Source: an optimization exercise on an open RTL-to-GDS flow (aim: small area and a short achievable clock period). Production flows keep margins and buffers that such runs may drop. Where RTL was checked, it was by simulation tests only, not by an equivalence proof against the original. No functional check of the RTL was part of runs 1 and 2. Power and IR drop assume default switching activity. The flow treats the clock pin as an ideal source, which a real chip does not have.

==> flow/design.v <==
package adc_pkg;
  localparam int ADC_DATA_W = 12;
  localparam int ADC_ADDR_W = 8;
  typedef enum logic [2:0] {
    IDLE,
    FILL,
    ARMED,
    POST,
    READOUT
  } state_t;
  function automatic logic [ADC_ADDR_W-1:0] ptr_add(input logic [ADC_ADDR_W-1:0] ptr,
                                                    input logic [ADC_ADDR_W-1:0] n);
    ptr_add = ptr + n;
  endfunction
endpackage
module circ_ram
#(
  parameter int DATA_W = adc_pkg::ADC_DATA_W,
  parameter int DEPTH  = 255
) (
  input  logic              clk_i,
  input  logic              shift_i,
  input  logic [DATA_W-1:0] wdata_i,
  output logic [DATA_W-1:0] rdata_o
);
  logic [DATA_W-1:0] sr_q [DEPTH];
  always_ff @(posedge clk_i) begin
    if (shift_i) begin
      sr_q[0] <= wdata_i;
      for (int i = 1; i < DEPTH; i++) begin
        sr_q[i] <= sr_q[i-1];
      end
    end
  end
  assign rdata_o = sr_q[DEPTH-1];
endmodule
module adc_circ_buffer
#(
  parameter int DATA_W    = adc_pkg::ADC_DATA_W,
  parameter int ADDR_W    = adc_pkg::ADC_ADDR_W,
  parameter int POST_TRIG = 192
) (
  input  logic              FASTCLK,
  input  logic              RESET_n,
  input  logic [DATA_W-1:0] IN_DATA,
  input  logic              IN_WE,
  input  logic              ARM,
  input  logic              TRIG,
  input  logic              RD_READY,
  output logic [DATA_W-1:0] RD_DATA,
  output logic              RD_VALID,
  output logic              RD_LAST,
  output logic [ADDR_W-1:0] TRIG_ADDR,
  output logic              BUSY,
  output logic              TRIG_LOST
);
  localparam int DEPTH = 1 << ADDR_W;
  localparam int PRE   = DEPTH - POST_TRIG;
  localparam logic [ADDR_W-1:0] PRE_END  = ADDR_W'(PRE - 1);
  localparam logic [ADDR_W-1:0] POST_END = ADDR_W'(POST_TRIG - 1);
  localparam logic [ADDR_W-1:0] RD_END   = ADDR_W'(DEPTH - 2);
  logic s_fill_q, s_armed_q, s_post_q, s_read_q, busy_q;
  logic s_fill_d, s_armed_d, s_post_d, s_read_d, busy_d;
  logic [ADDR_W-1:0] wr_ptr_q, wr_ptr_d;
  logic [ADDR_W-1:0] trig_addr_q, trig_addr_d;
  logic [ADDR_W-1:0] cnt_q, cnt_d;
  logic              trig_lost_q, trig_lost_d;
  logic              rd_valid_q, rd_valid_d;
  logic              rd_last_q, rd_last_d;
  logic              rv_q, rv_d;
  logic              last_q, last_d;
  logic              idle;
  logic [DATA_W-1:0] rd_data_q, rd_data_d;
  logic [DATA_W-1:0] wd_q;
  logic              wv_q;
  logic              wr_en;
  logic              xfer;
  logic              shift;
  logic [DATA_W-1:0] sr_out;
  assign wr_en = IN_WE && (s_fill_q || s_armed_q || s_post_q);
  assign xfer  = rv_q && RD_READY;
  assign idle  = !(s_fill_q || s_armed_q || s_post_q || s_read_q);
  assign shift = wv_q || xfer;
  circ_ram #(
    .DATA_W(DATA_W),
    .DEPTH (DEPTH - 1)
  ) u_ram (
    .clk_i  (FASTCLK),
    .shift_i(shift),
    .wdata_i(wd_q),
    .rdata_o(sr_out)
  );
  always_ff @(posedge FASTCLK) begin
    wd_q <= IN_DATA;
    wv_q <= wr_en;
  end
  always_comb begin
    s_fill_d    = s_fill_q;
    s_armed_d   = s_armed_q;
    s_post_d    = s_post_q;
    s_read_d    = s_read_q;
    wr_ptr_d    = wr_en ? wr_ptr_q + 1'b1 : wr_ptr_q;
    trig_addr_d = trig_addr_q;
    cnt_d       = cnt_q;
    trig_lost_d = trig_lost_q;
    if (idle) begin
      if (ARM) begin
        s_fill_d    = 1'b1;
        cnt_d       = '0;
        trig_lost_d = 1'b0;
      end
    end
    if (s_fill_q) begin
      if (TRIG) trig_lost_d = 1'b1;
      if (IN_WE) begin
        cnt_d = cnt_q + 1'b1;
        if (cnt_q == PRE_END) begin
          s_fill_d  = 1'b0;
          s_armed_d = 1'b1;
        end
      end
    end
    if (s_armed_q) begin
      if (TRIG) begin
        s_armed_d   = 1'b0;
        s_post_d    = 1'b1;
        trig_addr_d = wr_ptr_q;
        cnt_d       = {{(ADDR_W-1){1'b0}}, IN_WE};
      end
    end
    if (s_post_q) begin
      if (IN_WE) begin
        cnt_d = cnt_q + 1'b1;
        if (cnt_q == POST_END) begin
          s_post_d = 1'b0;
          s_read_d = 1'b1;
          cnt_d    = '0;
        end
      end
    end
    if (s_read_q) begin
      if (xfer) begin
        cnt_d = cnt_q + 1'b1;
        if (last_q) s_read_d = 1'b0;
      end
    end
  end
  assign busy_d     = s_fill_d || s_armed_d || s_post_d || s_read_d;
  assign rd_valid_d = s_read_q && !(xfer && last_q);
  assign rd_last_d  = s_read_q && (xfer ? (cnt_q == RD_END) : rd_last_q);
  assign rv_d       = s_read_q && s_read_d;
  assign last_d     = s_read_d && (cnt_d == '1);
  assign rd_data_d  = (s_read_q && (!rv_q || RD_READY)) ?
                      (last_q ? '0 : sr_out) : rd_data_q;
  always_ff @(posedge FASTCLK) begin
    if (!RESET_n) begin
      s_fill_q    <= 1'b0;
      s_armed_q   <= 1'b0;
      s_post_q    <= 1'b0;
      s_read_q    <= 1'b0;
      busy_q      <= 1'b0;
      wr_ptr_q    <= '0;
      trig_addr_q <= '0;
      cnt_q       <= '0;
      trig_lost_q <= 1'b0;
      rd_valid_q  <= 1'b0;
      rd_last_q   <= 1'b0;
      rv_q        <= 1'b0;
      last_q      <= 1'b0;
      rd_data_q   <= '0;
    end else begin
      s_fill_q    <= s_fill_d;
      s_armed_q   <= s_armed_d;
      s_post_q    <= s_post_d;
      s_read_q    <= s_read_d;
      busy_q      <= busy_d;
      wr_ptr_q    <= wr_ptr_d;
      trig_addr_q <= trig_addr_d;
      cnt_q       <= cnt_d;
      trig_lost_q <= trig_lost_d;
      rd_valid_q  <= rd_valid_d;
      rd_last_q   <= rd_last_d;
      rv_q        <= rv_d;
      last_q      <= last_d;
      rd_data_q   <= rd_data_d;
    end
  end
  assign RD_VALID  = rd_valid_q;
  assign RD_DATA   = rd_data_q;
  assign RD_LAST   = rd_last_q;
  assign TRIG_ADDR = trig_addr_q;
  assign BUSY      = busy_q;
  assign TRIG_LOST = trig_lost_q;
endmodule
==> flow/run.sh <==
#!/bin/bash
# synth_recipe.tcl (not shown) runs the flow's synth.tcl, then flattens the netlist and writes it again
# the make line also repeats each setting of config.mk as NAME=value (left out here)
make -C /OpenROAD-flow-scripts/flow DESIGN_CONFIG=/design/flow/config.mk WORK_HOME=/design/flow/orfs CLKGATE_MAP_FILE= SYNTH_SCRIPT=/design/flow/synth_recipe.tcl finish
==> flow/config.mk <==
export PLATFORM = sky130hd
export DESIGN_NAME = adc_circ_buffer
export DESIGN_NICKNAME = adc_circ_buffer
export VERILOG_FILES = /design/flow/design.v
export SDC_FILE = /design/flow/constraint.sdc
export NUM_CORES = 4
export LEC_CHECK = 0
export CAP_MARGIN = 20
export CORE_MARGIN = 2
export CORE_UTILIZATION = 65
export SETUP_SLACK_MARGIN = 3.5
export SLEW_MARGIN = 20
==> flow/constraint.sdc <==
create_clock -name core_clock -period 6.0 [get_ports {FASTCLK}]
set_input_delay 1.2000 -clock core_clock [delete_from_list [all_inputs] [get_ports {FASTCLK}]]
set_output_delay 1.2000 -clock core_clock [all_outputs]
set_load 0.01 [all_outputs]
==> notes.md, run 1 <==
result of the run no timing/DRC/antenna violations; clk sinks approximately 3100; Pre-antenna DRT Iters 5; maximum fanout along the worst path 4; CP endpoint kind register; synthesized area around 94000 um^2; Required @ worst endpoint between 6 and 7 ns; Place WS 2.08 ns; Synth Register Bits just over 3000; P_int 0.0344 W; vias in the first global route 30400; Core ar. 144000 um^2; initial antenna violation count 2; Synth Area per Inst 28.4 um^2; Pleak 26.0 nW; CP peak stage delay about 0.56 ns; share of flip-flops with an asynchronous set or reset 0%; unrepaired setup endpoints after global routing yes; CP Class input port to register; synthesis-to-finish area growth 13.7%; largest net degree at the start of global routing 152; Clk pwr share 41.5%; # hold bufs at CTS 0; combinational power share 1.2%; Reg clk slew, reported paths approximately 0.06 ns; GP Congestion 0.795; Top FF cell, synth edfxtp_1; WP buf/inv 1; Boundary Pins 42; Detailed Route Iter0 Violations 2636; Max IR drop VDD slightly above 0.0003 V; DRC Markers 0; final core occ 74.5%; Diodes inserted 0; worst min-delay path category register to register; P_sw 0.00769 W; CP top delay family simple AND/OR/NAND/NOR gates; Switching Fraction 18.3%; Die Wd just under 400 um; post-synth top area cell edfxtp_1; DRT antenna net count 0; Die H just under 400 um; first-pass GRT wire length roughly 170000 um; CTS root buf clkbuf_16; clock buffer depth 4; Fmax 391 MHz; clock skew 0.0276 ns; Post-Synthesis Cells 3321; fraction of layout cells with a size suffix above 1 13.7%; Initial Util 65.5%; nets about 3700; max_cap viols 0; total number of vias 31300; drt total wl approximately 110000 um; synth top area cells edfxtp_1, dfxtp_1, nor2_1; Worst-Margin Slew 0.857 ns; pwr dens 393 nW/um^2; Total Die Area 148000 um^2; Ys Warns 3; CTS tree yes; post-synth top area share 97.5%; Final Hold Vio Count 0; syn nets around 3300; Worst path slowest cell or4_4; GRT overflow 0; Vias per Instance around 5.3; final setup fails 0; cts bufs inserted about 300; PortBufs 41; Slew HR 42.9%; reg-to-reg slack, setup 3.53 ns; crit start category input port; Post-DP HPWL 44600 um; row cnt approximately 140; Seq pwr share a little under three fifths; storage element area 93100 um^2; Critical Path, Cell by Cell clkdlybuf4s50_1 -> nor2b_2 -> a211oi_4 -> nand2_2 -> o32a_1 -> or4_4 -> nor4_4; Clock Latency Late Sink 0.87 ns; Slew Limit Fails 0; minimum clock period 2.56 ns; Yosys cell types 56; H-tree depth 5; Avg WL per Cell 18.5 um; Post-synth EDFFs 3060; final worst-path cycle share 42.7%; setup ws final around 3.4 ns; Filler Cell Count 7502; sequential-to-total area share from yosys stat 98.7%; GRT Total Usage 14.5%; Setup TNS Final 0 ns; CP arrival 3.31 ns; Multi-input gate area 1160 um^2
-- power by group through the flow --
stage	logic (W)	registers [W]	clock network (W)
after detailed placement	0.000523	0.0245	0
after CTS	0.000523	0.0241	0.0181
final	0.000513	0.0241	0.0175
after floorplan	0.000333	0.0257	0
after global routing	0.000576	0.0241	0.0189
after global placement	0.000480	0.0245	0
-- kinds of logic after synthesis --
kind of cell    count (synthesis)  share of synthesized area, %
fa+ha+maj                       3                        0.0398
simple gates                  118                         0.644
buf+inv                        18                        0.0889
flops                        3119                          98.7
compound gates                 54                         0.411
xor+xnor                        8                        0.0743
mux                             1                        0.0106
-- stage by stage --
step / power, W / instance area (um^2) / std cells / hold WS [ns]
2_1_floorplan: 0.0260 / 94300 / 3321 / 0.386
3_3_place_gp: 0.0250 / 97700 / 5311 / 0.394
3_5_place_dp: 0.0251 / 97700 / 5311 / 0.391
4_1_cts: 0.0427 / 107000 / 5841 / 0.400
5_1_grt: 0.0436 / 107000 / 5843 / 0.400
6_report: 0.0421 / 107000 / 5843 / 0.402
-- cells in the final DEF, fill, tap and decap left out, drive strengths merged, types with 9 or more instances in the layout --
master / n
edfxtp: 3060
nor2: 36
nor3b: 13
clkbuf: 370
clkinv: 119
a21oi: 24
dfxtp: 59
nand2: 35
clkdlybuf4s50: 13
buf: 95
nand3: 9
bufinv: 20
inv: 10
-- cell type report --
cell class	count	share of cell area, %
Inverter	7	0.0280
Sequential cell	3119	86.9
Clock buffer	369	7.44
Multi-Input combinational cell	185	1.09
Tap cell	1903	2.22
Timing Repair Buffer	112	1.20
Clock inverter	147	1.12
Timing Repair inverter	1	0.00467
-- flip-flops by register name, summed over array words and instances (netlist names) --
signal / count
s_read_q: 1
rd_last_q: 1
s_post_q: 1
cnt_q: 8
rd_valid_q: 1
s_fill_q: 1
last_q: 1
trig_addr_q: 8
rv_q: 1
wr_ptr_q: 8
rd_data_q: 12
busy_q: 1
s_armed_q: 1
trig_lost_q: 1
wv_q: 1
u_ram.sr_q: 3060
wd_q: 12
-- routing by layer --
layer / part of all wire [%] / GRT usage, % / vias to the layer above
met1: 51 / 24.3 / 16100
met2: 42 / 18.8 / 571
met5: 0 / 0 / -
met4: 3.0 / 6.06 / 0
li1: - / - / 14300
met3: 3.7 / 3.06 / 285
-- cells in the mapped netlist, drive strengths merged (2+ instances only) --
master  instances
nand2          35
a21o            2
nor3b          13
ha              3
nand3           9
dfxtp          59
o21ai           4
o221ai          2
nor2b           4
xor2            6
a21oi          24
edfxtp       3060
nand4           4
buf             3
nor3            5
and3            3
nor2           36
a22oi           2
and2            3
o21a            5
clkbuf          8
inv             7
xnor2           2
-- path summary, 6_finish.rpt --
| path | startpoint | end | cells past startpoint |
|---|---|---|---|
| max | ARM | last_q | 7 |
| min | wd_q[7] | u_ram.sr_q[0][7] | 0 |
| max reg2reg | cnt_q[1] | last_q | 7 |
| min reg2reg | wd_q[7] | u_ram.sr_q[0][7] | 0 |
-- repair_timing --
| item | CTS | global route |
|---|---|---|
| gates cloned | 2 | 0 |
| pin swaps | 1 | 3 |
| resized for setup | 150 | 6 |
| setup buffers | 12 | 2 |
| setup endpoints to repair | 2660 | 25 |
==> run 2, diff against run 1 <==
--- a/flow/config.mk
+++ b/flow/config.mk
@@ -8,5 +8,6 @@
 export CAP_MARGIN = 20
 export CORE_MARGIN = 2
 export CORE_UTILIZATION = 65
+export CTS_BUF_LIST = sky130_fd_sc_hd__clkbuf_4 sky130_fd_sc_hd__clkbuf_8
 export SETUP_SLACK_MARGIN = 3.5
 export SLEW_MARGIN = 20
==> notes.md, run 2 <==
Switching Fraction between 10% and 20%; CP arrival 1.40 ns; count leader, synth edfxtp_1; GRT overflow 0; final setup fails 0; Total Die Area 148000 um^2; Die H ~380 um; initial antenna violation count 2; placed cell area 97700 um^2; clk sinks about 3100; vias in the first global route 32000; Critical Path, Cell by Cell buf_6; WP buf/inv 1; Worst-Margin Slew 0.854 ns; Hold Startpoint u_ram.sr_q[158][2]; cts bufs inserted between 400 and 500; Clock Latency Late Sink 0.99 ns; commonest non-fill, non-tap cell in the layout edfxtp_1; max reg flops about 3100; Ys Warns 3; Detailed Route Iter0 Violations 2646; GRT Total Usage between 10% and 20%; Synth Area per Inst 28.4 um^2; max_cap viols 0; Avg WL per Cell 18.0 um; Final Hold Vio Count 0; top flop regs u_ram.sr_q x3060, rd_data_q x12, wd_q x12; Filler Cell Count around 7600; Max IR drop VDD between 0.0002 and 0.00025 V; Core ar. ~140000 um^2; design area 107000 um^2; Reg clk slew, reported paths 0.06 ns; clock buffer depth 4; total number of vias 32400; crit start category register; Required @ worst endpoint between 4 and 5 ns; Synth Register Bits 3119; clock skew 0.0364 ns; GP Congestion slightly below 0.8; P_int 0.0328 W; Fmax 384 MHz; unrepaired setup endpoints after global routing yes; # hold bufs at CTS 0; result of the run no timing/DRC/antenna violations; DRT antenna net count 0; CP endpoint kind output port; crit path from rd_data_q[2]; largest reg by FF count u_ram.sr_q; most frequent cells in the layout edfxtp_1, clkbuf_8, clkbuf_4, clkinv_1, buf_4; Vias per Instance 5.27; CTS root buf clkbuf_8; synth top area cells edfxtp_1, dfxtp_1, nor2_1; Slew HR 43.1%; Setup TNS Final 0 ns; worst min-delay path category register to register; first-pass GRT wire length 173000 um; Slew Limit Fails 0; post-synth top area share 97.5%; Clk pwr share around 39%; pwr dens 380 nW/um^2; largest net degree at the start of global routing 152; PortBufs 41; Pre-antenna DRT Iters 7; combinational power share 1.3%; Seq pwr share 59.5%; maximum fanout along the worst path 2; minimum clock period 2.60 ns; Die Wd 385 um; Pwr Total 0.0405 W; Post-synth EDFFs 3060; Synth top cells by count edfxtp_1, dfxtp_1, nor2_1; final core occ 74.2%; H-tree depth 5; row cnt 139; syn nets 3342; sequential-to-total area share from yosys stat between 90% and 100%; Post-DP HPWL 44600 um; share of flip-flops with an asynchronous set or reset 0%; synthesized area about 94000 um^2; drt total wl 111000 um; nets about 4000; CTS tree yes; worst r2r src cnt_q[0]; Pleak 26.1 nW; fraction of layout cells with a size suffix above 1 between 10% and 20%; CP Class register to output port; P_sw 0.00772 W; Worst path slowest cell dfxtp_2; CP top delay family flip-flops; synthesis-to-finish area growth 13.2%; CP peak stage delay 0.35 ns; Top FF cell, synth edfxtp_1; post-synth top area cell edfxtp_1; final worst-path cycle share 43.4%; Yosys cell types 56; Post-Synthesis Cells 3321; DRC Markers 0; Initial Util roughly two thirds; Boundary Pins 42; hold slack 0.395 ns
run 2: final timing paths:
| check | end | slack (ns) | cells after the start |
|---|---|---|---|
| max | RD_DATA[2] | 3.40 | 1 |
| min | u_ram.sr_q[159][2] | 0.39 | 0 |
| max reg2reg | last_q | 3.59 | 7 |
| min reg2reg | u_ram.sr_q[159][2] | 0.39 | 0 |
run 2: area by class of cell:
cell class                 instances  area, um^2  area share, %
sequential                      3119       93100           87.3
clock inverter                   155         776          0.727
tap                             1903        2380           2.23
inverter                           7        30.0         0.0281
timing repair buffer             113        1320           1.23
multi-input combinational        185        1160           1.08
antenna                            2        5.00        0.00469
timing repair inverter             1        5.00        0.00469
clock buffer                     651        7930           7.44
run 2: layer usage:
metal / track usage [%] / vias to the layer above / part of all wire, %
met4: 6.58 / 0 / 2.8
met1: 24.3 / 16700 / 51
li1: - / 14700 / -
met3: 3.73 / 282 / 4.4
met5: 0 / - / 0
met2: 19.1 / 707 / 42
run 2: power groups by stage:
stage	clock network [W]	logic (W)	registers [W]
after CTS	0.0166	0.000526	0.0241
final	0.0159	0.000516	0.0241
after global routing	0.0175	0.000577	0.0241
after floorplan	0	0.000333	0.0257
after global placement	0	0.000480	0.0245
after detailed placement	0	0.000523	0.0245
run 2: cells by family after synthesis:
kind of cell / after synthesis / share of synthesized area, %
simple gates: 118 / 0.644
compound gates: 54 / 0.411
mux: 1 / 0.0106
buf+inv: 18 / 0.0889
fa+ha+maj: 3 / 0.0398
xor+xnor: 8 / 0.0743
flops: 3119 / 98.7
run 2: timing repair:
action                     4_1_cts  5_1_grt
buffers inserted                13        2
gates cloned                     2        0
hold endpoints to repair         0        0
pin swaps                        0        2
setup endpoints to repair     2073       25
gates resized for setup        148        7
run 2: through the flow:
step                cells  setup WS, ns
global route         6135          3.28
detailed placement   5311          2.08
CTS                  6132          3.28
global placement     5311          2.17
finish               6136          3.40
floorplan            3321        -17.13
==> run 3, diff against run 2 <==
--- a/flow/design.v
+++ b/flow/design.v
@@ -67,9 +67,6 @@
   logic              trig_lost_q, trig_lost_d;
   logic              rd_valid_q, rd_valid_d;
   logic              rd_last_q, rd_last_d;
-  logic              rv_q, rv_d;
-  logic              last_q, last_d;
-  logic              idle;
   logic [DATA_W-1:0] rd_data_q, rd_data_d;
   logic [DATA_W-1:0] wd_q;
   logic              wv_q;
@@ -78,8 +75,7 @@
   logic              shift;
   logic [DATA_W-1:0] sr_out;
   assign wr_en = IN_WE && (s_fill_q || s_armed_q || s_post_q);
-  assign xfer  = rv_q && RD_READY;
-  assign idle  = !(s_fill_q || s_armed_q || s_post_q || s_read_q);
+  assign xfer  = rd_valid_q && RD_READY;
   assign shift = wv_q || xfer;
   circ_ram #(
     .DATA_W(DATA_W),
@@ -103,7 +99,7 @@
     trig_addr_d = trig_addr_q;
     cnt_d       = cnt_q;
     trig_lost_d = trig_lost_q;
-    if (idle) begin
+    if (!busy_q) begin
       if (ARM) begin
         s_fill_d    = 1'b1;
         cnt_d       = '0;
@@ -141,17 +137,15 @@
     if (s_read_q) begin
       if (xfer) begin
         cnt_d = cnt_q + 1'b1;
-        if (last_q) s_read_d = 1'b0;
+        if (rd_last_q) s_read_d = 1'b0;
       end
     end
   end
   assign busy_d     = s_fill_d || s_armed_d || s_post_d || s_read_d;
-  assign rd_valid_d = s_read_q && !(xfer && last_q);
+  assign rd_valid_d = s_read_q && !(xfer && rd_last_q);
   assign rd_last_d  = s_read_q && (xfer ? (cnt_q == RD_END) : rd_last_q);
-  assign rv_d       = s_read_q && s_read_d;
-  assign last_d     = s_read_d && (cnt_d == '1);
-  assign rd_data_d  = (s_read_q && (!rv_q || RD_READY)) ?
-                      (last_q ? '0 : sr_out) : rd_data_q;
+  assign rd_data_d  = (s_read_q && (!rd_valid_q || RD_READY)) ?
+                      (rd_last_q ? '0 : sr_out) : rd_data_q;
   always_ff @(posedge FASTCLK) begin
     if (!RESET_n) begin
       s_fill_q    <= 1'b0;
@@ -165,8 +159,6 @@
       trig_lost_q <= 1'b0;
       rd_valid_q  <= 1'b0;
       rd_last_q   <= 1'b0;
-      rv_q        <= 1'b0;
-      last_q      <= 1'b0;
       rd_data_q   <= '0;
     end else begin
       s_fill_q    <= s_fill_d;
@@ -180,8 +172,6 @@
       trig_lost_q <= trig_lost_d;
       rd_valid_q  <= rd_valid_d;
       rd_last_q   <= rd_last_d;
-      rv_q        <= rv_d;
-      last_q      <= last_d;
       rd_data_q   <= rd_data_d;
     end
   end
--- a/flow/config.mk
+++ b/flow/config.mk
@@ -7,7 +7,5 @@
 export LEC_CHECK = 0
 export CAP_MARGIN = 20
 export CORE_MARGIN = 2
-export CORE_UTILIZATION = 65
-export CTS_BUF_LIST = sky130_fd_sc_hd__clkbuf_4 sky130_fd_sc_hd__clkbuf_8
-export SETUP_SLACK_MARGIN = 3.5
+export CORE_UTILIZATION = 40
 export SLEW_MARGIN = 20
==> notes.md, run 3 <==
final setup fails 0; Post-synth EDFFs 3060; Ys Warns 3; commonest non-fill, non-tap cell in the layout edfxtp_1; post-synth top area share between 90% and 100%; synthesis-to-finish area growth 15.2%; R2R cell count 4; Post-CTS Setup Repair Bufs 0; Critical Path, Cell by Cell clkdlybuf4s50_1; crit start category register; Top FF cell, synth edfxtp_1; count leader, synth edfxtp_1; Switching Fraction 18.5%; P_int 0.0346 W; Pre-antenna DRT Iters 5; worst min-delay path category register to register; FF-to-FF End u_ram.sr_q[22][2]; WP buf/inv 1; largest net degree at the start of global routing 185; synth top area cells edfxtp_1, dfxtp_1, nor2b_1; Die H 489 um; Die Wd 489 um; share of flip-flops with an asynchronous set or reset 0%; CP endpoint kind output port; CTS root buf clkbuf_16; drt total wl 106000 um; Detailed Route Iter0 Violations 3386; Worst Hold End u_ram.sr_q[194][10]; Worst path slowest cell dfxtp_1; Fmax 292 MHz; post-synth top area cell edfxtp_1; most frequent cells in the layout edfxtp_1, clkbuf_16, clkbuf_1, clkinv_1, dfxtp_1; Total Die Area 239000 um^2; clock buffer depth 4; CP arrival 2.22 ns; Post-Synthesis Cells 3301; Slew HR 30.7%; initial antenna violation count 2; Synth Area per Inst ~29 um^2; Required @ worst endpoint 4.80 ns; Slew Limit Fails 0; CP Class register to output port; Initial Util 40.1%; Synth Register Bits 3117; CP top delay family flip-flops; CP peak stage delay 0.68 ns; worst r2r src rd_valid_q; Hold Path Stages 0; Post-DP HPWL roughly 42000 um; Setup TNS Final 0 ns; row cnt around 180; synthesized area 94200 um^2; syn nets ~3300; Pleak between 20 and 30 nW; Yosys cell types 44; Core ar. 235000 um^2; clock skew around 0.049 ns; result of the run no timing/DRC/antenna violations; maximum fanout along the worst path 15; CTS tree yes; total number of vias 31100; clk sinks 3117; Boundary Pins 42; minimum clock period between 3 and 4 ns; Vias per Instance 4.41; Clock Latency Late Sink 0.89 ns; largest reg by FF count u_ram.sr_q; DRT antenna net count 0; sequential-to-total area share from yosys stat a little over nine tenths; # hold bufs at CTS 0; nets about 3700; Reg clk slew, reported paths 0.06 ns; Synth top cells by count edfxtp_1, dfxtp_1, nand2_1; max reg flops 3060; Filler Cell Count approximately 19000; P_sw between 0.007 and 0.008 W; max_cap viols 0; first-pass GRT wire length 167000 um; Worst-Margin Slew 1.04 ns; vias in the first global route 30200; Multi-input gate area 1150 um^2; GP Congestion 0.688; Pwr Total roughly 0.042 W; GRT overflow 0; PortBufs 41; combinational power share 1.1%; cts bufs inserted 308; fraction of layout cells with a size suffix above 1 11.4%; # resized after CTS 0; Seq pwr share 56.7%; reg-to-reg slack, setup 3.41 ns; storage element area 93000 um^2; unrepaired setup endpoints after global routing no; top flop regs u_ram.sr_q x3060, rd_data_q x12, wd_q x12; Avg WL per Cell approximately 15 um; Max IR drop VDD 0.000215 V; Clk pwr share 42.2%; Hold Startpoint u_ram.sr_q[193][10]; GRT Total Usage 8.55%; pwr dens around 390 nW/um^2; final worst-path cycle share 57.0%; DRC Markers 0; Final Hold Vio Count 0; H-tree depth 5
## run 3: cell count changes after synthesis, sizes merged, moves of 11 or more
cell and change:
a21boi +11, nor2 -31, mux2i +11, nor3b -13, a21oi -14, nor2b +24
## run 3: area by class of cell
cell class | instances | area share (%)
Tap cell | 3150 | 3.63
Multi-Input combinational cell | 172 | 1.06
Clock inverter | 139 | 1.12
Inverter | 4 | 0.0138
Sequential cell | 3117 | 85.8
Clock buffer | 383 | 7.50
Timing Repair Buffer | 88 | 0.918
Antenna cell | 1 | 0.00231
## run 3: how the worst max path moves through the flow
stage                          from                 to  slack [ns]  cells after the start
final                     rd_last_q            RD_LAST        2.58                      1
after global routing      rd_last_q            RD_LAST        2.39                      1
after CTS                 rd_last_q            RD_LAST        2.40                      1
after detailed placement   RD_READY  u_ram.sr_q[22][2]        2.00                      5
after global placement     RD_READY   u_ram.sr_q[4][2]        2.03                      5
after floorplan            RD_READY   u_ram.sr_q[0][0]      -17.12                      2
## run 3: cell families after synthesis
kind of cell	share of synthesized area (%)
flip-flops	98.8
AND/OR/NAND/NOR	0.602
AO/OA/AOI/OAI	0.356
buffers and inverters	0.0491
multiplexers	0.128
XOR/XNOR	0.0558
adder cells (fa/ha/maj)	0.0531
## run 3: layer usage
| metal | track usage, % | wire length (um) |
|---|---|---|
| met1 | 14.1 | 57800 |
| met2 | 10.3 | 40400 |
| met3 | 2.41 | 4810 |
| met4 | 3.78 | 3260 |
| met5 | 0 | 0 |
## run 3: worst reg2reg max path, stage by stage, from the launching register on
cell and delay [ns]:
dfxtp_1 0.50, nand2_8 0.09, nand2b_4 0.48, buf_12 0.37, buf_4 0.73
## run 3: stage by stage
step / setup slack [ns] / utilization, % / hold WS [ns] / area (um^2) / cells
3_3_place_gp: 2.03 / 42.2 / 0.389 / 99100 / 6531
6_report: 2.58 / 46.2 / 0.389 / 108000 / 7054
4_1_cts: 2.40 / 46.2 / 0.394 / 108000 / 7053
3_5_place_dp: 2.00 / 42.2 / 0.389 / 99100 / 6531
2_1_floorplan: -17.12 / - / 0.386 / 94200 / 3301
5_1_grt: 2.39 / 46.2 / 0.395 / 108000 / 7054
## run 3: power groups by stage
stage | Sequential (W) | Combinational, W | Clock [W]
5_1_grt | 0.0240 | 0.000530 | 0.0195
4_1_cts | 0.0240 | 0.000488 | 0.0187
6_report | 0.0240 | 0.000470 | 0.0179
2_1_floorplan | 0.0256 | 0.000312 | 0
3_3_place_gp | 0.0245 | 0.000468 | 0
3_5_place_dp | 0.0245 | 0.000494 | 0
==> run 4, diff against run 3 <==
--- a/flow/design.v
+++ b/flow/design.v
@@ -20,19 +20,20 @@
 ) (
   input  logic              clk_i,
   input  logic              shift_i,
+  input  logic              hold_i,
   input  logic [DATA_W-1:0] wdata_i,
-  output logic [DATA_W-1:0] rdata_o
+  output logic [DATA_W-1:0] tail_o,
+  output logic [DATA_W-1:0] tail1_o
 );
   logic [DATA_W-1:0] sr_q [DEPTH];
   always_ff @(posedge clk_i) begin
-    if (shift_i) begin
-      sr_q[0] <= wdata_i;
-      for (int i = 1; i < DEPTH; i++) begin
-        sr_q[i] <= sr_q[i-1];
-      end
+    sr_q[0] <= (wdata_i & {DATA_W{shift_i}}) | (sr_q[0] & {DATA_W{hold_i}});
+    for (int i = 1; i < DEPTH; i++) begin
+      sr_q[i] <= (sr_q[i-1] & {DATA_W{shift_i}}) | (sr_q[i] & {DATA_W{hold_i}});
     end
   end
-  assign rdata_o = sr_q[DEPTH-1];
+  assign tail_o  = sr_q[DEPTH-1];
+  assign tail1_o = sr_q[DEPTH-2];
 endmodule
 module adc_circ_buffer
 #(
@@ -67,28 +68,35 @@
   logic              trig_lost_q, trig_lost_d;
   logic              rd_valid_q, rd_valid_d;
   logic              rd_last_q, rd_last_d;
+  logic              rv_q, rv_d;
+  logic              last_q, last_d;
+  logic              idle;
   logic [DATA_W-1:0] rd_data_q, rd_data_d;
   logic [DATA_W-1:0] wd_q;
-  logic              wv_q;
+  logic              shift_q, hold_q;
+  logic              pend_q;
   logic              wr_en;
   logic              xfer;
-  logic              shift;
-  logic [DATA_W-1:0] sr_out;
+  logic [DATA_W-1:0] sr_tail, sr_tail1;
   assign wr_en = IN_WE && (s_fill_q || s_armed_q || s_post_q);
-  assign xfer  = rd_valid_q && RD_READY;
-  assign shift = wv_q || xfer;
+  assign xfer  = rv_q && RD_READY;
+  assign idle  = !(s_fill_q || s_armed_q || s_post_q || s_read_q);
   circ_ram #(
     .DATA_W(DATA_W),
     .DEPTH (DEPTH - 1)
   ) u_ram (
     .clk_i  (FASTCLK),
-    .shift_i(shift),
+    .shift_i(shift_q),
+    .hold_i (hold_q),
     .wdata_i(wd_q),
-    .rdata_o(sr_out)
+    .tail_o (sr_tail),
+    .tail1_o(sr_tail1)
   );
   always_ff @(posedge FASTCLK) begin
-    wd_q <= IN_DATA;
-    wv_q <= wr_en;
+    wd_q    <= IN_DATA;
+    shift_q <= wr_en || xfer;
+    hold_q  <= !(wr_en || xfer);
+    pend_q  <= xfer;
   end
   always_comb begin
     s_fill_d    = s_fill_q;
@@ -99,7 +107,7 @@
     trig_addr_d = trig_addr_q;
     cnt_d       = cnt_q;
     trig_lost_d = trig_lost_q;
-    if (!busy_q) begin
+    if (idle) begin
       if (ARM) begin
         s_fill_d    = 1'b1;
         cnt_d       = '0;
@@ -137,15 +145,17 @@
     if (s_read_q) begin
       if (xfer) begin
         cnt_d = cnt_q + 1'b1;
-        if (rd_last_q) s_read_d = 1'b0;
+        if (last_q) s_read_d = 1'b0;
       end
     end
   end
   assign busy_d     = s_fill_d || s_armed_d || s_post_d || s_read_d;
-  assign rd_valid_d = s_read_q && !(xfer && rd_last_q);
+  assign rd_valid_d = s_read_q && !(xfer && last_q);
   assign rd_last_d  = s_read_q && (xfer ? (cnt_q == RD_END) : rd_last_q);
-  assign rd_data_d  = (s_read_q && (!rd_valid_q || RD_READY)) ?
-                      (rd_last_q ? '0 : sr_out) : rd_data_q;
+  assign rv_d       = s_read_q && s_read_d;
+  assign last_d     = s_read_q && ((RD_READY && rv_q) ? (cnt_q == RD_END) : last_q);
+  assign rd_data_d  = (s_read_q && (!rv_q || RD_READY)) ?
+                      (last_q ? '0 : (pend_q ? sr_tail1 : sr_tail)) : rd_data_q;
   always_ff @(posedge FASTCLK) begin
     if (!RESET_n) begin
       s_fill_q    <= 1'b0;
@@ -159,6 +169,8 @@
       trig_lost_q <= 1'b0;
       rd_valid_q  <= 1'b0;
       rd_last_q   <= 1'b0;
+      rv_q        <= 1'b0;
+      last_q      <= 1'b0;
       rd_data_q   <= '0;
     end else begin
       s_fill_q    <= s_fill_d;
@@ -172,6 +184,8 @@
       trig_lost_q <= trig_lost_d;
       rd_valid_q  <= rd_valid_d;
       rd_last_q   <= rd_last_d;
+      rv_q        <= rv_d;
+      last_q      <= last_d;
       rd_data_q   <= rd_data_d;
     end
   end
--- a/flow/config.mk
+++ b/flow/config.mk
@@ -7,5 +7,6 @@
 export LEC_CHECK = 0
 export CAP_MARGIN = 20
 export CORE_MARGIN = 2
-export CORE_UTILIZATION = 40
+export CORE_UTILIZATION = 65
+export SETUP_SLACK_MARGIN = 3.5
 export SLEW_MARGIN = 20
==> notes.md, run 4 <==
result of the run no timing/DRC/antenna violations; Initial Util 65.3%; final worst-path cycle share 42.7%; max reg flops 3060; final setup fails 0; # hold bufs at CTS 0; commonest non-fill, non-tap cell in the layout dfxtp_1; DRC Markers 0; Fmax approximately 400 MHz; GRT Total Usage 18.4%; design area 104000 um^2; worst min-delay path category register to register; top flop regs u_ram.sr_q x3060, rd_data_q x12, wd_q x12; Synth top cells by count dfxtp_1, a22o_1, clkbuf_1; most frequent cells in the layout dfxtp_1, a22o_1, clkbuf_16, clkbuf_1, clkinv_2; Die Wd approximately 380 um; Worst-Margin Slew 1.16 ns; Worst path slowest cell dfxtp_4; first-pass GRT wire length about 240000 um; vias in the first global route 52000; combinational power share 2.3%; sequential-to-total area share from yosys stat between 60% and 70%; DRT antenna net count 0; Required @ worst endpoint 4.80 ns; post-synth top area cell dfxtp_1; Slew Limit Fails 0; Critical Path, Cell by Cell buf_2; minimum clock period between 2 and 3 ns; nets 6822; Clock Latency Late Sink 0.87 ns; synth top area cells dfxtp_1, a22o_1, buf_2; maximum fanout along the worst path 2; max_cap viols 0; synthesis-to-finish area growth 11.3%; post-synth top area share 66.8%; P_int 0.0323 W; CTS root buf clkbuf_16; H-tree depth 5; Pre-antenna DRT Iters 5; fraction of layout cells with a size suffix above 1 8.26%; Setup TNS Final 0 ns; Seq pwr share 52.2%; Multi-input gate area 28000 um^2; hold slack 0.439 ns; WP buf/inv 1; largest net degree at the start of global routing 250; crit start category register; Clk pwr share 45.5%; CP top delay family flip-flops; count leader, synth dfxtp_1; P_sw 0.00816 W; Boundary Pins 42; pwr dens between 300 and 400 nW/um^2; Post-synth EDFFs 0; row cnt 139; placed cell area approximately 94000 um^2; reg-to-reg slack, setup 3.65 ns; unrepaired setup endpoints after global routing yes; Post-Synthesis Cells 7081; Final Hold Vio Count 0; Top FF cell, synth dfxtp_1; Die H 383 um; Diodes inserted 0; Yosys cell types 49; Detailed Route Iter0 Violations about 3300; Total Die Area between 100000 and 150000 um^2; largest reg by FF count u_ram.sr_q; Synth Area per Inst 13.2 um^2; CP endpoint kind output port; Core ar. 143000 um^2; synthesized area 93600 um^2; Max IR drop VDD between 0.0003 and 0.0004 V; Avg WL per Cell 15.8 um; share of flip-flops with an asynchronous set or reset 0%; syn nets 7102; GP Congestion 0.715; Pwr Total 0.0404 W; clock buffer depth 4; Synth Register Bits 3121; Pleak 41.1 nW; clock skew 0.0252 ns; CP peak stage delay between 0.3 and 0.4 ns; Reg clk slew, reported paths 0.06 ns; PortBufs 41; Post-DP HPWL 68700 um; CP arrival about 1.4 ns; total number of vias 53800; Vias per Instance around 6; CTS tree yes; GRT overflow 0; initial antenna violation count 1; clk sinks between 3000 and 4000; storage element area 62500 um^2; drt total wl 141000 um; Filler Cell Count 9654; Slew HR 23.0%; Ys Warns 3; CP Class register to output port; Switching Fraction roughly 20%; cts bufs inserted ~300
run 4: cell types whose count changed after synthesis, moves of 6 or more:
cell	change
buf_2	+308
a21boi_0	-12
nor2_1	+30
mux2i_1	+12
a21oi_1	+6
a22o_1	+3060
buf_1	+63
and2_1	-8
nor2b_1	-26
clkbuf_1	+315
dfxtp_1	+3064
edfxtp_1	-3060
run 4: logic make-up (layout without fill, tap and decap cells):
group                    count (synthesis)  count (layout)  share of synthesized area (%)
AND/OR/NAND/NOR                        101             101                          0.497
XOR/XNOR                                 7               7                         0.0655
flip-flops                            3121            3121                           66.8
adder cells (fa/ha/maj)                  3               3                         0.0401
AO/OA/AOI/OAI                         3117            3117                           29.1
buffers and inverters                  707             637                           3.26
multiplexers                            25              25                          0.273
run 4: what timing repair did:
| item | 4_1_cts | 5_1_grt |
|---|---|---|
| hold endpoints to repair | 0 | 0 |
| setup endpoints to repair | 106 | 711 |
| setup buffers | 3 | 5 |
| gates cloned | 0 | 1 |
| gates resized for setup | 157 | 6 |
run 4: final cells by class:
type | instances | share of cell area [%]
multi-input cells | 3253 | 26.9
repair buffers | 110 | 1.33
clock buffers | 434 | 8.51
flip-flops and latches | 3121 | 60.0
clock inverters | 83 | 0.881
well taps | 1903 | 2.29
inverters | 10 | 0.0384
run 4: final timing paths:
| check | startpoint | end | cells after the start |
|---|---|---|---|
| setup / recovery | rd_last_q | RD_LAST | 1 |
| hold / removal | wd_q[9] | u_ram.sr_q[0][9] | 1 |
| setup reg to reg | shift_q | u_ram.sr_q[17][10] | 3 |
| hold reg to reg | wd_q[9] | u_ram.sr_q[0][9] | 1 |
run 4: power by group through the flow:
stage	Combinational [W]	Sequential, W	Clock (W)
5_1_grt	0.00104	0.0211	0.0197
3_5_place_dp	0.000919	0.0216	0
4_1_cts	0.000931	0.0211	0.0189
3_3_place_gp	0.000901	0.0216	0
2_1_floorplan	0.000815	0.0215	0
6_report	0.000925	0.0211	0.0184
run 4: layer usage:
metal	share of wire [%]	global-route usage (%)	vias up
met5	0.0093	0	-
met1	51	25.6	26300
li1	-	-	26800
met3	2.7	3.18	263
met4	2.2	5.97	2
met2	44	29.4	496
run 4: metrics by stage:
stage / std cells / worst slack [ns] / utilization, %
finish: 8914 / 3.44 / 72.7
floorplan: 7081 / 3.70 / -
global route: 8914 / 3.38 / 72.7
global placement: 8388 / 2.22 / 65.7
CTS: 8908 / 3.16 / 72.6
detailed placement: 8388 / 2.21 / 65.7
==> run 5, diff against run 4 <==
--- a/flow/config.mk
+++ b/flow/config.mk
@@ -8,5 +8,7 @@
 export CAP_MARGIN = 20
 export CORE_MARGIN = 2
 export CORE_UTILIZATION = 65
+export CTS_CLUSTER_DIAMETER = 100
+export CTS_CLUSTER_SIZE = 30
 export SETUP_SLACK_MARGIN = 3.5
 export SLEW_MARGIN = 20
==> notes.md, run 5 <==
result of the run no timing/DRC/antenna violations; Filler Cell Count 10400; Slew HR 17.1%; simple-gate share of the synthesized area 0.497%; fraction of layout cells with a size suffix above 1 3.70%; clock buffer depth 3; DRT antenna net count 0; Critical Path, Cell by Cell clkbuf_2; CP peak stage delay 0.39 ns; Avg WL per Cell 15.8 um; crit start category register; sequential-to-total area share from yosys stat 66.8%; Pre-antenna DRT Iters 6; CTS tree yes; Final Hold Vio Count 0; Synth Area in Adders less than 1%; largest family of logic cells by synthesized area compound AO/OA/AOI/OAI gates; placed cell area 94200 um^2; Slew Limit Fails 0; GP Congestion 0.715; top flop regs u_ram.sr_q x3060, rd_data_q x12, wd_q x12; Top FF cell, synth dfxtp_1; Die H 383 um; largest net degree at the start of global routing 250; XOR/XNOR share of the synthesized area 0.0655%; drt total wl 134000 um; final worst-path cycle share between 40% and 50%; Reg clk slew, reported paths ~0.10 ns; CTS root buf clkbuf_16; Diodes inserted 0; synthesized area 93600 um^2; max_cap viols 0; Vias per Instance ~6.2; cts bufs inserted 114; Required @ worst endpoint ~4.8 ns; Max IR drop VDD 0.000300 V; Worst path slowest cell dfxtp_2; final setup fails 0; Total Die Area 147000 um^2; design area about 97000 um^2; Synth Area in Compound Gates 29.1%; CP top delay family flip-flops; first-pass GRT wire length 234000 um; Post-synth EDFFs 0; PortBufs 41; commonest non-fill, non-tap cell in the layout dfxtp_1; Pleak between 30 and 40 nW; Detailed Route Iter0 Violations between 3000 and 4000; minimum clock period approximately 2.5 ns; synthesis-to-finish area growth 4.01%; CP endpoint kind output port; largest reg by FF count u_ram.sr_q; max reg flops 3060; CP arrival 1.29 ns; mux cell area share after synthesis 0.273%; pwr dens 321 nW/um^2; Initial Util 65.3%; H-tree depth 3; initial antenna violation count 1; Synth Area per Inst 13.2 um^2; worst min-delay path category register to register; Clock Latency Late Sink approximately 0.75 ns; Boundary Pins 42; unrepaired setup endpoints after global routing yes; syn nets 7102; count leader, synth dfxtp_1; Post-DP HPWL 68700 um; vias in the first global route between 50000 and 60000; CP Class register to output port; # hold bufs at CTS 0; Synth top cells by count dfxtp_1, a22o_1, clkbuf_1; Post-Synthesis Cells 7081; WP buf/inv 1; GRT Total Usage 17.6%; Synth Register Bits 3121; DRC Markers 0; post-synth top area cell dfxtp_1; GRT overflow 0; Yosys cell types 49; Fmax 401 MHz; synth top area cells dfxtp_1, a22o_1, buf_2; Core ar. 143000 um^2; Ys Warns 3; Worst-Margin Slew 1.24 ns; Setup TNS Final 0 ns; nets 6628; most frequent cells in the layout dfxtp_1, a22o_1, clkbuf_16, nor2_1, buf_4; share of flip-flops with an asynchronous set or reset 0%; row cnt 139; total number of vias 52500; clock skew around 0.03 ns; Die Wd ~380 um; clk sinks 3121; post-synth top area share 66.8%; maximum fanout along the worst path 2
run 5: cell counts after synthesis:
No cell type changed its count.
run 5: metal layers:
metal  part of all wire, %  wire, um  global-route usage, %  vias to the layer above
met3                   2.0      2660                   2.30                      146
met4                   1.7      2240                   3.67                        2
met5                 0.015        20                      0                        -
li1                      -         -                      -                    26200
met2                    43     58200                   29.1                      281
met1                    53     71100                   25.0                    25900
run 5: cell families (layout without fill, tap and decap cells):
kind of cell	count (synthesis)	in the layout
xor+xnor	7	7
fa+ha+maj	3	3
compound gates	3117	3117
simple gates	101	101
buf+inv	707	240
flops	3121	3121
mux	25	25
run 5: layout make-up:
type	instances	area, um^2	area share, %
inverters	10	40.0	0.0411
multi-input cells	3253	28000	28.8
clock inverters	3	47.5	0.0488
flip-flops and latches	3121	62500	64.2
clock buffers	120	2940	3.02
repair buffers	107	1360	1.39
well taps	1903	2380	2.45
run 5: metrics by stage:
| stage | setup slack (ns) | util (%) | total power, W | std cells | hold slack [ns] |
|---|---|---|---|---|---|
| 2_1_floorplan | 3.70 | - | 0.0223 | 7081 | 0.416 |
| 3_3_place_gp | 2.22 | 65.7 | 0.0225 | 8388 | 0.420 |
| 3_5_place_dp | 2.21 | 65.7 | 0.0225 | 8388 | 0.426 |
| 4_1_cts | 3.24 | 67.9 | 0.0317 | 8514 | 0.451 |
| 5_1_grt | 3.43 | 67.9 | 0.0324 | 8517 | 0.468 |
| 6_report | 3.51 | 67.9 | 0.0312 | 8517 | 0.448 |
run 5: report_power, final:
group | switching (W) | internal (W) | total [W]
Sequential | 0.000147 | 0.0209 | 0.0211
Clock | 0.00570 | 0.00352 | 0.00922
Combinational | 0.000668 | 0.000255 | 0.000923
run 5: worst paths after layout:
kind	start	end	slack (ns)	cells past startpoint
min	wd_q[9]	u_ram.sr_q[0][9]	0.45	1
min reg2reg	wd_q[9]	u_ram.sr_q[0][9]	0.45	1
max	rd_last_q	RD_LAST	3.51	1
max reg2reg	shift_q	u_ram.sr_q[152][3]	3.54	3
run 5: what timing repair did:
| action | CTS | global route |
|---|---|---|
| setup buffers | 3 | 3 |
| resized for setup | 156 | 8 |
| pin swaps | 0 | 0 |
| gates cloned | 0 | 0 |
| setup endpoints to repair | 119 | 98 |
==> run 6, diff against run 5 <==
--- a/flow/config.mk
+++ b/flow/config.mk
@@ -10,5 +10,5 @@
 export CORE_UTILIZATION = 65
 export CTS_CLUSTER_DIAMETER = 100
 export CTS_CLUSTER_SIZE = 30
-export SETUP_SLACK_MARGIN = 3.5
+export SETUP_SLACK_MARGIN = 3.8
 export SLEW_MARGIN = 20
==> notes.md, run 6 <==
Die Wd 383 um; Pleak 37.8 nW; Filler Cell Count 10300; Synth Area per Inst 13.2 um^2; fraction of layout cells with a size suffix above 1 3.95%; final worst-path cycle share between 40% and 50%; Avg WL per Cell 16.1 um; Initial Util 65.3%; share of flip-flops with an asynchronous set or reset 0%; top flop regs u_ram.sr_q x3060, rd_data_q x12, wd_q x12; largest net degree at the start of global routing 273; maximum fanout along the worst path 2; Required @ worst endpoint 4.80 ns; Die H 383 um; cts bufs inserted 114; CP arrival roughly 1.3 ns; vias in the first global route 50300; synthesized area 93600 um^2; max reg flops between 3000 and 4000; post-synth top area cell dfxtp_1; Synth Register Bits between 3000 and 4000; Detailed Route Iter0 Violations 3704; Post-DP HPWL 69200 um; minimum clock period 2.48 ns; count leader, synth dfxtp_1; Reg clk slew, reported paths about 0.11 ns; Ys Warns 3; final setup fails 0; nets around 6600; GRT Total Usage 17.9%; DRT antenna net count 0; Final Hold Vio Count 0; crit start category register; unrepaired setup endpoints after global routing yes; synth top area cells dfxtp_1, a22o_1, buf_2; clock buffer depth 3; row cnt 139; setup ws final 3.52 ns; Yosys cell types 49; syn nets just over 7000; Slew Limit Fails 0; PortBufs 41; WP buf/inv 1; storage element area 62500 um^2; first-pass GRT wire length approximately 240000 um; post-synth top area share 66.8%; drt total wl 137000 um; Boundary Pins 42; H-tree depth 3; CTS root buf clkbuf_16; Place WS ~2.9 ns; most frequent cells in the layout dfxtp_1, a22o_1, clkbuf_16, buf_4, nor2_1; clk sinks between 3000 and 4000; sequential-to-total area share from yosys stat 66.8%; DRC Markers 0; worst min-delay path category register to register; Multi-input gate area 28100 um^2; total number of vias roughly 53000; CP peak stage delay 0.40 ns; Critical Path, Cell by Cell buf_6; pwr dens 320 nW/um^2; Core ar. about 140000 um^2; result of the run no timing/DRC/antenna violations; initial antenna violation count 0; cell count after placement 8386; Post-synth EDFFs 0; largest reg by FF count u_ram.sr_q; Diodes inserted 0; Vias per Instance 6.19; synthesis-to-finish area growth 4.28%; Fmax between 400 and 500 MHz; Pre-antenna DRT Iters 5; CP endpoint kind output port; final core occ 68.1%; Setup TNS Final 0 ns; clock skew 0.0288 ns; Clock Latency Late Sink 0.76 ns; Top FF cell, synth dfxtp_1; GRT overflow 0; Synth top cells by count dfxtp_1, a22o_1, clkbuf_1; Post-Synthesis Cells 7081; hold slack 0.449 ns; CP Class register to output port; Worst-Margin Slew around 1.2 ns; max_cap viols 0; CP top delay family flip-flops; GP Congestion 0.719; CTS tree yes; commonest non-fill, non-tap cell in the layout dfxtp_1; Max IR drop VDD 0.000329 V; Worst path slowest cell dfxtp_4; Slew HR between 10% and 20%; Total Die Area 147000 um^2; # hold bufs at CTS 0; final non-filler cell total 8530
-- run 6: cell families after synthesis --
| kind of cell | synth area share, % |
|---|---|
| multiplexers | 0.273 |
| AO/OA/AOI/OAI | 29.1 |
| XOR/XNOR | 0.0655 |
| flip-flops | 66.8 |
| adder cells (fa/ha/maj) | 0.0401 |
| buffers and inverters | 3.26 |
| AND/OR/NAND/NOR | 0.497 |
-- run 6: area by class of cell --
type	count	share of cell area (%)
Sequential cell	3121	64.1
Inverter	10	0.0385
Timing Repair Buffer	119	1.63
Clock inverter	7	0.0962
Multi-Input combinational cell	3253	28.8
Tap cell	1903	2.44
Clock buffer	117	2.96
-- run 6: worst paths after layout --
| path | startpoint | to | slack (ns) | depth (start not counted) |
|---|---|---|---|---|
| setup / recovery | trig_lost_q | TRIG_LOST | 3.52 | 1 |
| hold / removal | wd_q[9] | u_ram.sr_q[0][9] | 0.45 | 1 |
| setup reg to reg | shift_q | u_ram.sr_q[35][2] | 3.86 | 2 |
| hold reg to reg | wd_q[9] | u_ram.sr_q[0][9] | 0.45 | 1 |
-- run 6: stage by stage --
| step | power, W | instance area, um^2 |
|---|---|---|
| 5_1_grt | 0.0325 | 97600 |
| 3_5_place_dp | 0.0225 | 94100 |
| 3_3_place_gp | 0.0225 | 94100 |
| 4_1_cts | 0.0317 | 97400 |
| 2_1_floorplan | 0.0223 | 93600 |
| 6_report | 0.0312 | 97600 |
-- run 6: timing repair --
action | CTS | global route
pin swaps | 0 | 0
cloned | 3 | 3
resized for setup | 177 | 7
setup endpoints to repair | 1847 | 883
buffers inserted | 8 | 5
-- run 6: where the power goes --
part           internal, W  switching, W
sequential          0.0209      0.000139
combinational     0.000268      0.000683
clock              0.00348       0.00571
total               0.0247       0.00654
-- run 6: worst reg2reg max path: cells and delay by family (launching register included) --
family / cells / cell delay [ns]
AO/OA/AOI/OAI: 1 / 0.69
flip-flops: 1 / 0.74
buffers and inverters: 1 / 0.65
-- run 6: routing by layer --
metal	track usage (%)	routed length [um]	part of all wire, %	up-vias
li1	-	-	-	26200
met4	3.73	2420	1.8	0
met2	29.1	59800	44	349
met1	25.7	72000	53	26100
met5	0	0	0	-
met3	2.30	2800	2.0	142
==> run 7, diff against run 6 <==
--- a/flow/config.mk
+++ b/flow/config.mk
@@ -7,7 +7,7 @@
 export LEC_CHECK = 0
 export CAP_MARGIN = 20
 export CORE_MARGIN = 2
-export CORE_UTILIZATION = 65
+export CORE_UTILIZATION = 90
 export CTS_CLUSTER_DIAMETER = 100
 export CTS_CLUSTER_SIZE = 30
 export SETUP_SLACK_MARGIN = 3.8
==> notes.md, run 7 <==
Synth top cells by count dfxtp_1, a22o_1, clkbuf_1; Post-synth EDFFs 0; mux cell area share after synthesis 0.273%; Boundary Pins 42; largest family of logic cells by synthesized area compound AO/OA/AOI/OAI gates; sequential-to-total area share from yosys stat 66.8%; placed cell area 93500 um^2; synthesized area 93600 um^2; Top FF cell, synth dfxtp_1; clock buffer depth 3; # resized after CTS approximately 170; GP Congestion 0.740; Die H around 330 um; Post-DP HPWL 101000 um; result of the run aborted with a tool error; Post-Synthesis Cells 7081; Die Wd approximately 330 um; # hold bufs at CTS 0; share of flip-flops with an asynchronous set or reset 0%; Post-CTS Setup Repair Bufs 16; cts bufs inserted 114; post-synth top area share approximately 67%; clk sinks 3121; Synth Area in Compound Gates 29.1%; simple-gate share of the synthesized area less than 1%; Last stage 4_1_cts; Initial Util 90.5%; synth top area cells dfxtp_1, a22o_1, buf_2; H-tree depth 3; Synth Area in Adders 0.0401%; Synth Area per Inst about 13 um^2; XOR/XNOR share of the synthesized area 0.0655%; Yosys cell types 49; PortBufs 41; count leader, synth dfxtp_1; post-synth top area cell dfxtp_1; syn nets 7102; row cnt 118; first error [ERROR DPL-0033] detailed placement checks failed during check placement.; Synth Register Bits 3121; CTS root buf clkbuf_16; Ys Warns 3
## run 7: cell counts after synthesis
No cell type changed its count.
## run 7: cell families after synthesis
| kind of cell | after synthesis |
|---|---|
| adder cells (fa/ha/maj) | 3 |
| AO/OA/AOI/OAI | 3117 |
| buffers and inverters | 707 |
| XOR/XNOR | 7 |
| multiplexers | 25 |
| flip-flops | 3121 |
| AND/OR/NAND/NOR | 101 |
## run 7: metrics by stage
| step | worst slack [ns] | cells | total power, W | hold slack (ns) |
|---|---|---|---|---|
| 2_1_floorplan | 3.80 | 7081 | 0.0223 | 0.416 |
| 3_3_place_gp | 2.93 | 7868 | 0.0224 | 0.419 |
| 3_5_place_dp | 2.93 | 7868 | 0.0225 | 0.450 |
## run 7: power by group through the flow
stage	Clock [W]	Combinational, W	Sequential [W]
after detailed placement	0	0.000916	0.0216
after global placement	0	0.000866	0.0216
after floorplan	0	0.000816	0.0215
## run 7: worst min path at each step
| stage | from | end | slack (ns) | cells past startpoint |
|---|---|---|---|---|
| detailed placement | trig_addr_q[1] | trig_addr_q[1] | 0.45 | 2 |
| global placement | wd_q[10] | u_ram.sr_q[0][10] | 0.42 | 1 |
| floorplan | wd_q[10] | u_ram.sr_q[0][10] | 0.42 | 1 |
==> run 8, diff against run 7 <==
--- a/flow/config.mk
+++ b/flow/config.mk
@@ -7,7 +7,7 @@
 export LEC_CHECK = 0
 export CAP_MARGIN = 20
 export CORE_MARGIN = 2
-export CORE_UTILIZATION = 90
+export CORE_UTILIZATION = 80
 export CTS_CLUSTER_DIAMETER = 100
 export CTS_CLUSTER_SIZE = 30
 export SETUP_SLACK_MARGIN = 3.8
==> notes.md, run 8 <==
result of the run no timing/DRC/antenna violations; Initial Util around four fifths; Synth Register Bits 3121; final setup fails 0; max_cap viols 0; Diodes inserted 0; Die Wd 346 um; largest net degree at the start of global routing 299; worst min-delay path category register to register; Post-synth EDFFs 0; max reg flops 3060; most frequent cells in the layout dfxtp_1, a22o_1, clkbuf_16, buf_4, nor2_1; simple-gate share of the synthesized area less than 1%; CP endpoint kind output port; Reg clk slew, reported paths between 0.1 and 0.15 ns; PortBufs a little over 40; Boundary Pins 42; GP Congestion roughly 0.74; pwr dens 322 nW/um^2; count leader, synth dfxtp_1; Synth Area in Adders 0.0401%; nets around 6600; CTS root buf clkbuf_16; final worst-path cycle share 40.8%; synthesis-to-finish area growth 3.61%; crit start category register; CP Class register to output port; Fmax 408 MHz; CP arrival 1.25 ns; clock buffer depth 3; row cnt 125; Avg WL per Cell 17.8 um; WP buf/inv 1; Die H 346 um; GRT Total Usage 23.3%; Hold Path Stages 1; Worst-Margin Slew between 1 and 1.5 ns; Post-Synthesis Cells 7081; CTS tree yes; Vias per Instance 6.55; R2R cell count 3; Slew HR 31.4%; Top FF cell, synth dfxtp_1; Slew Limit Fails 0; CP peak stage delay 0.38 ns; fraction of layout cells with a size suffix above 1 3.87%; minimum clock period around 2.4 ns; commonest non-fill, non-tap cell in the layout dfxtp_1; cts bufs inserted 114; drt total wl 145000 um; top flop regs u_ram.sr_q x3060, rd_data_q x12, wd_q x12; H-tree depth 3; Pwr Total 0.0312 W; GRT overflow 0; Synth Area in Compound Gates 29.1%; Place WS 2.21 ns; maximum fanout along the worst path 2; Total Die Area 120000 um^2; Detailed Route Iter0 Violations 4182; unrepaired setup endpoints after global routing yes; DRC Markers 0; Synth top cells by count dfxtp_1, a22o_1, clkbuf_1; XOR/XNOR share of the synthesized area 0.0655%; Worst path slowest cell dfxtp_4; total number of vias 53400; syn nets 7102; sequential-to-total area share from yosys stat 66.8%; largest reg by FF count u_ram.sr_q; Hold Startpoint wd_q[10]; setup ws final 3.55 ns; Filler Cell Count 6348; Ys Warns 3; Setup TNS Final 0 ns; largest family of logic cells by synthesized area compound AO/OA/AOI/OAI gates; Post-DP HPWL around 77000 um; share of flip-flops with an asynchronous set or reset 0%; clk sinks 3121; initial antenna violation count 1; DRT antenna net count 0; first-pass GRT wire length 247000 um; Synth Area per Inst 13.2 um^2; Yosys cell types 49; Required @ worst endpoint 4.80 ns; mux cell area share after synthesis 0.273%; synth top area cells dfxtp_1, a22o_1, buf_2; CP top delay family flip-flops; post-synth top area share 66.8%; Max IR drop VDD between 0.0003 and 0.0004 V; Pre-antenna DRT Iters 5; clock skew 0.0291 ns; synthesized area 93600 um^2; Final Hold Vio Count 0; FF-to-FF End u_ram.sr_q[55][7]; vias in the first global route just over 50000; Critical Path, Cell by Cell buf_6; worst r2r src shift_q; post-synth top area cell dfxtp_1; Worst Hold End u_ram.sr_q[0][10]; Pleak roughly 38 nW; Clock Latency Late Sink roughly 0.75 ns; reg-to-reg slack, setup 3.89 ns; Core ar. 116000 um^2
==> run 8: worst max-delay path by stage <==
stage / from / endpoint / slack, ns / cells past startpoint
2_1_floorplan: RD_READY / cnt_q[4] / 3.80 / 5
3_3_place_gp: RESET_n / busy_q / 2.25 / 4
3_5_place_dp: RESET_n / busy_q / 2.21 / 4
4_1_cts: rd_data_q[6] / RD_DATA[6] / 3.51 / 1
5_1_grt: trig_lost_q / TRIG_LOST / 3.52 / 1
6_report: trig_lost_q / TRIG_LOST / 3.55 / 1
==> run 8: final cells by class <==
class	count	area [um^2]	share of cell area, %
sequential	3121	62500	64.5
clock buffer	117	2910	3.00
clock inverter	4	61.3	0.0632
tap	1524	1910	1.97
inverter	10	42.5	0.0439
timing repair buffer	115	1440	1.49
multi-input combinational	3253	28100	29.0
==> run 8: report_power, final <==
group	internal (W)	leakage [nW]	switching, W
registers	0.0209	25.2	0.000155
logic	0.000258	11.1	0.000680
clock network	0.00350	1.46	0.00568
total	0.0247	37.8	0.00652
==> run 8: stage by stage <==
stage / utilization [%] / cells / hold WS [ns] / cell area [um^2]
4_1_cts: 83.4 / 8138 / 0.450 / 96800
3_3_place_gp: 80.7 / 8008 / 0.420 / 93600
6_report: 83.5 / 8144 / 0.448 / 97000
3_5_place_dp: 80.7 / 8008 / 0.432 / 93600
5_1_grt: 83.5 / 8144 / 0.465 / 97000
2_1_floorplan: - / 7081 / 0.416 / 93600
==> run 8: kinds of logic (layout without fill, tap and decap cells) <==
kind of cell / Yosys count / after routing
DFF: 3121 / 3121
AOI/OAI and AO/OA: 3117 / 3117
buffers and inverters: 707 / 246
and+or+nand+nor: 101 / 101
muxes: 25 / 25
xor gates and xnor gates: 7 / 7
adders and majority gates: 3 / 3
==> run 8: routing by layer <==
layer / vias to the layer above / share of wire [%] / wire (um) / track usage, %
li1: 26100 / - / - / -
met1: 26600 / 49 / 71300 / 34.2
met2: 441 / 47 / 68000 / 37.3
met3: 158 / 2.3 / 3330 / 2.66
met4: 2 / 1.6 / 2370 / 5.50
met5: - / 0.0048 / 7 / 0
==> run 8: timing repair <==
action / CTS / global route
cloned: 0 / 1
hold buffers: 0 / 0
gates resized for setup: 168 / 8
pin swaps: 0 / 0
endpoints found under the setup margin: 1943 / 174
buffers inserted: 9 / 4
==> run 9, diff against run 8 <==
--- a/flow/config.mk
+++ b/flow/config.mk
@@ -7,8 +7,8 @@
 export LEC_CHECK = 0
 export CAP_MARGIN = 20
 export CORE_MARGIN = 2
-export CORE_UTILIZATION = 80
-export CTS_CLUSTER_DIAMETER = 100
-export CTS_CLUSTER_SIZE = 30
+export CORE_UTILIZATION = 65
+export CTS_CLUSTER_DIAMETER = 60
+export CTS_CLUSTER_SIZE = 20
 export SETUP_SLACK_MARGIN = 3.8
 export SLEW_MARGIN = 20
==> notes.md, run 9 <==
largest net degree at the start of global routing 273; drt total wl 140000 um; largest reg by FF count u_ram.sr_q; vias in the first global route 51000; most frequent cells in the layout dfxtp_1, a22o_1, clkbuf_16, nor2_1, buf_4; Required @ worst endpoint 4.80 ns; syn nets 7102; Max IR drop VDD 0.000322 V; total number of vias 53200; first-pass GRT wire length roughly 240000 um; reg-to-reg slack, setup 3.90 ns; PortBufs 41; Synth top cells by count dfxtp_1, a22o_1, clkbuf_1; Hold Startpoint wd_q[9]; max_cap viols 0; GRT Total Usage 18.2%; Die Wd approximately 380 um; R2R cell count 2; Critical Path, Cell by Cell buf_6; nets 6701; CP endpoint kind output port; CTS root buf clkbuf_16; Clock Latency Late Sink 0.79 ns; worst r2r src shift_q; Detailed Route Iter0 Violations approximately 3600; Avg WL per Cell between 15 and 20 um; CTS tree yes; synth top area cells dfxtp_1, a22o_1, buf_2; setup ws final 3.51 ns; Top FF cell, synth dfxtp_1; fraction of layout cells with a size suffix above 1 5.26%; Synth Register Bits around 3100; Filler Cell Count 10100; clk sinks 3121; Post-DP HPWL between 60000 and 70000 um; Hold Path Stages 1; CP Class register to output port; max reg flops between 3000 and 4000; Core ar. 143000 um^2; Ys Warns 3; Boundary Pins 42; count leader, synth dfxtp_1; GP Congestion roughly 0.72; Pre-antenna DRT Iters 5; Pleak a little under 40 nW; result of the run no timing/DRC/antenna violations; WP buf/inv 1; FF-to-FF End u_ram.sr_q[35][2]; minimum clock period 2.49 ns; CP arrival 1.29 ns; sequential-to-total area share from yosys stat 66.8%; H-tree depth 4; Worst path slowest cell dfxtp_4; CP top delay family flip-flops; unrepaired setup endpoints after global routing yes; Crit path depth 1; final setup fails 0; Place WS 2.89 ns; worst min-delay path category register to register; post-synth top area share 66.8%; Yosys cell types 49; Synth Area per Inst 13.2 um^2; DRT antenna net count 0; final worst-path cycle share 41.5%; synthesized area 93600 um^2; initial antenna violation count 1; Die H roughly 380 um; Final Hold Vio Count 0; GRT overflow 0; # hold bufs at CTS 0; crit start category register; Slew HR 20.6%; Initial Util 65.3%; Vias per Instance between 6 and 7; post-synth top area cell dfxtp_1; clock skew about 0.024 ns; Diodes inserted 0; row cnt around 140; Setup TNS Final 0 ns; Worst-Margin Slew 1.19 ns; Post-Synthesis Cells just over 7000; Fmax 401 MHz; placed cell area 94100 um^2; Slew Limit Fails 0; commonest non-fill, non-tap cell in the layout dfxtp_1; Total Die Area ~150000 um^2; Post-synth EDFFs 0; Worst Hold End u_ram.sr_q[0][9]; clock buffer depth 3; pwr dens approximately 340 nW/um^2; cts bufs inserted 179; synthesis-to-finish area growth 6.53%; maximum fanout along the worst path 2; CP peak stage delay 0.39 ns; share of flip-flops with an asynchronous set or reset 0%; top flop regs u_ram.sr_q x3060, rd_data_q x12, wd_q x12; DRC Markers 0; design area roughly 100000 um^2; Reg clk slew, reported paths 0.08 ns
==> run 9: cell counts after synthesis <==
Identical to the previous run, type by type.
==> run 9: final cells by class <==
class / instances / area, um^2 / area share (%)
Clock buffer: 208 / 4850 / 4.86
Clock inverter: 23 / 279 / 0.280
Inverter: 10 / 37.5 / 0.0377
Multi-Input combinational cell: 3253 / 28100 / 28.1
Sequential cell: 3121 / 62500 / 62.7
Tap cell: 1903 / 2380 / 2.39
Timing Repair Buffer: 115 / 1570 / 1.57
==> run 9: what timing repair did <==
| action | CTS | global route |
|---|---|---|
| setup buffers | 7 | 2 |
| cloned | 3 | 3 |
| endpoints found under the setup margin | 1840 | 803 |
| gates resized for setup | 177 | 6 |
==> run 9: routing by layer <==
layer  part of all wire, %  vias to the layer above  routed length (um)  track usage (%)
met1                    52                    26200               72600             25.7
met2                    44                      412               61000             29.4
li1                      -                    26400                   -                -
met4                   1.7                        0                2390             4.55
met5                     0                        -                   0                0
met3                   2.6                      179                3680             2.91
==> run 9: logic make-up (layout without fill, tap and decap cells) <==
| logic type | count (synthesis) | after routing | share of synthesized area (%) |
|---|---|---|---|
| fa+ha+maj | 3 | 3 | 0.0401 |
| compound gates | 3117 | 3117 | 29.1 |
| simple gates | 101 | 101 | 0.497 |
| mux | 25 | 25 | 0.273 |
| xor+xnor | 7 | 7 | 0.0655 |
| flops | 3121 | 3121 | 66.8 |
| buf+inv | 707 | 356 | 3.26 |
==> run 9: worst max-delay path by stage <==
stage / start / end / slack [ns]
6_report: trig_lost_q / TRIG_LOST / 3.51
2_1_floorplan: RD_READY / cnt_q[4] / 3.80
3_3_place_gp: TRIG / cnt_q[6] / 3.04
5_1_grt: trig_lost_q / TRIG_LOST / 3.45
3_5_place_dp: TRIG / cnt_q[6] / 2.89
4_1_cts: trig_addr_q[7] / TRIG_ADDR[7] / 3.44
==> run 9: through the flow <==
| stage | total power, W | std cells | util [%] | hold WS (ns) |
|---|---|---|---|---|
| after floorplan | 0.0223 | 7081 | - | 0.416 |
| after global placement | 0.0225 | 8386 | 65.7 | 0.420 |
| after detailed placement | 0.0225 | 8386 | 65.7 | 0.425 |
| after CTS | 0.0346 | 8627 | 69.5 | 0.444 |
| final | 0.0342 | 8633 | 69.6 | 0.445 |
| after global routing | 0.0355 | 8633 | 69.6 | 0.471 |
==> run 9: where the power goes <==
part	total (W)	internal (W)	switching [W]
sequential	0.0211	0.0209	0.000139
combinational	0.000953	0.000268	0.000685
clock	0.0122	0.00592	0.00623
total	0.0342	0.0271	0.00705

-- separate check: timing with driven ports --
How much do the figures lean on ideal ports? The routed layouts below were timed once more, with nothing changed but the port constraints. Step 1 (the two cells are an assumption about what drives the block):
set clk [get_ports {FASTCLK}]
set_driving_cell -lib_cell sky130_fd_sc_hd__clkbuf_16 $clk
set_driving_cell -lib_cell sky130_fd_sc_hd__buf_2 [delete_from_list [all_inputs] $clk]
Step 2 adds t to the input delays and takes it off the output delays; t is the mean of the earliest and latest rising clock arrival at the registers after step 1. Input paths then give back, and output paths get back, about the clock's delay inside the block. a / b / c = ideal ports / drivers / drivers and shift; a / b = the first two.
run	t, ns	setup slack, ns	clock arrival spread, ns	worst data-port slew with drivers (ns)
run 1	0.927	3.440 / 3.434 / 2.568	0.031 / 0.031	0.05
run 2	1.034	3.399 / 3.328 / 2.491	0.046 / 0.046	0.05
run 3	0.949	2.579 / 2.500 / 2.039	0.052 / 0.052	0.05
run 4	0.926	3.437 / 3.361 / 2.864	0.035 / 0.034	0.12
run 5	0.809	3.505 / 3.433 / 2.898	0.035 / 0.035	0.12
run 6	0.824	3.516 / 3.443 / 2.942	0.033 / 0.033	0.15
run 8	0.807	3.551 / 3.478 / 2.975	0.032 / 0.032	0.15
run 9	0.856	3.508 / 3.432 / 3.043	0.027 / 0.026	0.14
After both steps every run listed still meets setup and hold. The setup slack of run 2, which loses most, moves by -0.071 ns with the drivers and by -0.908 ns with both steps.
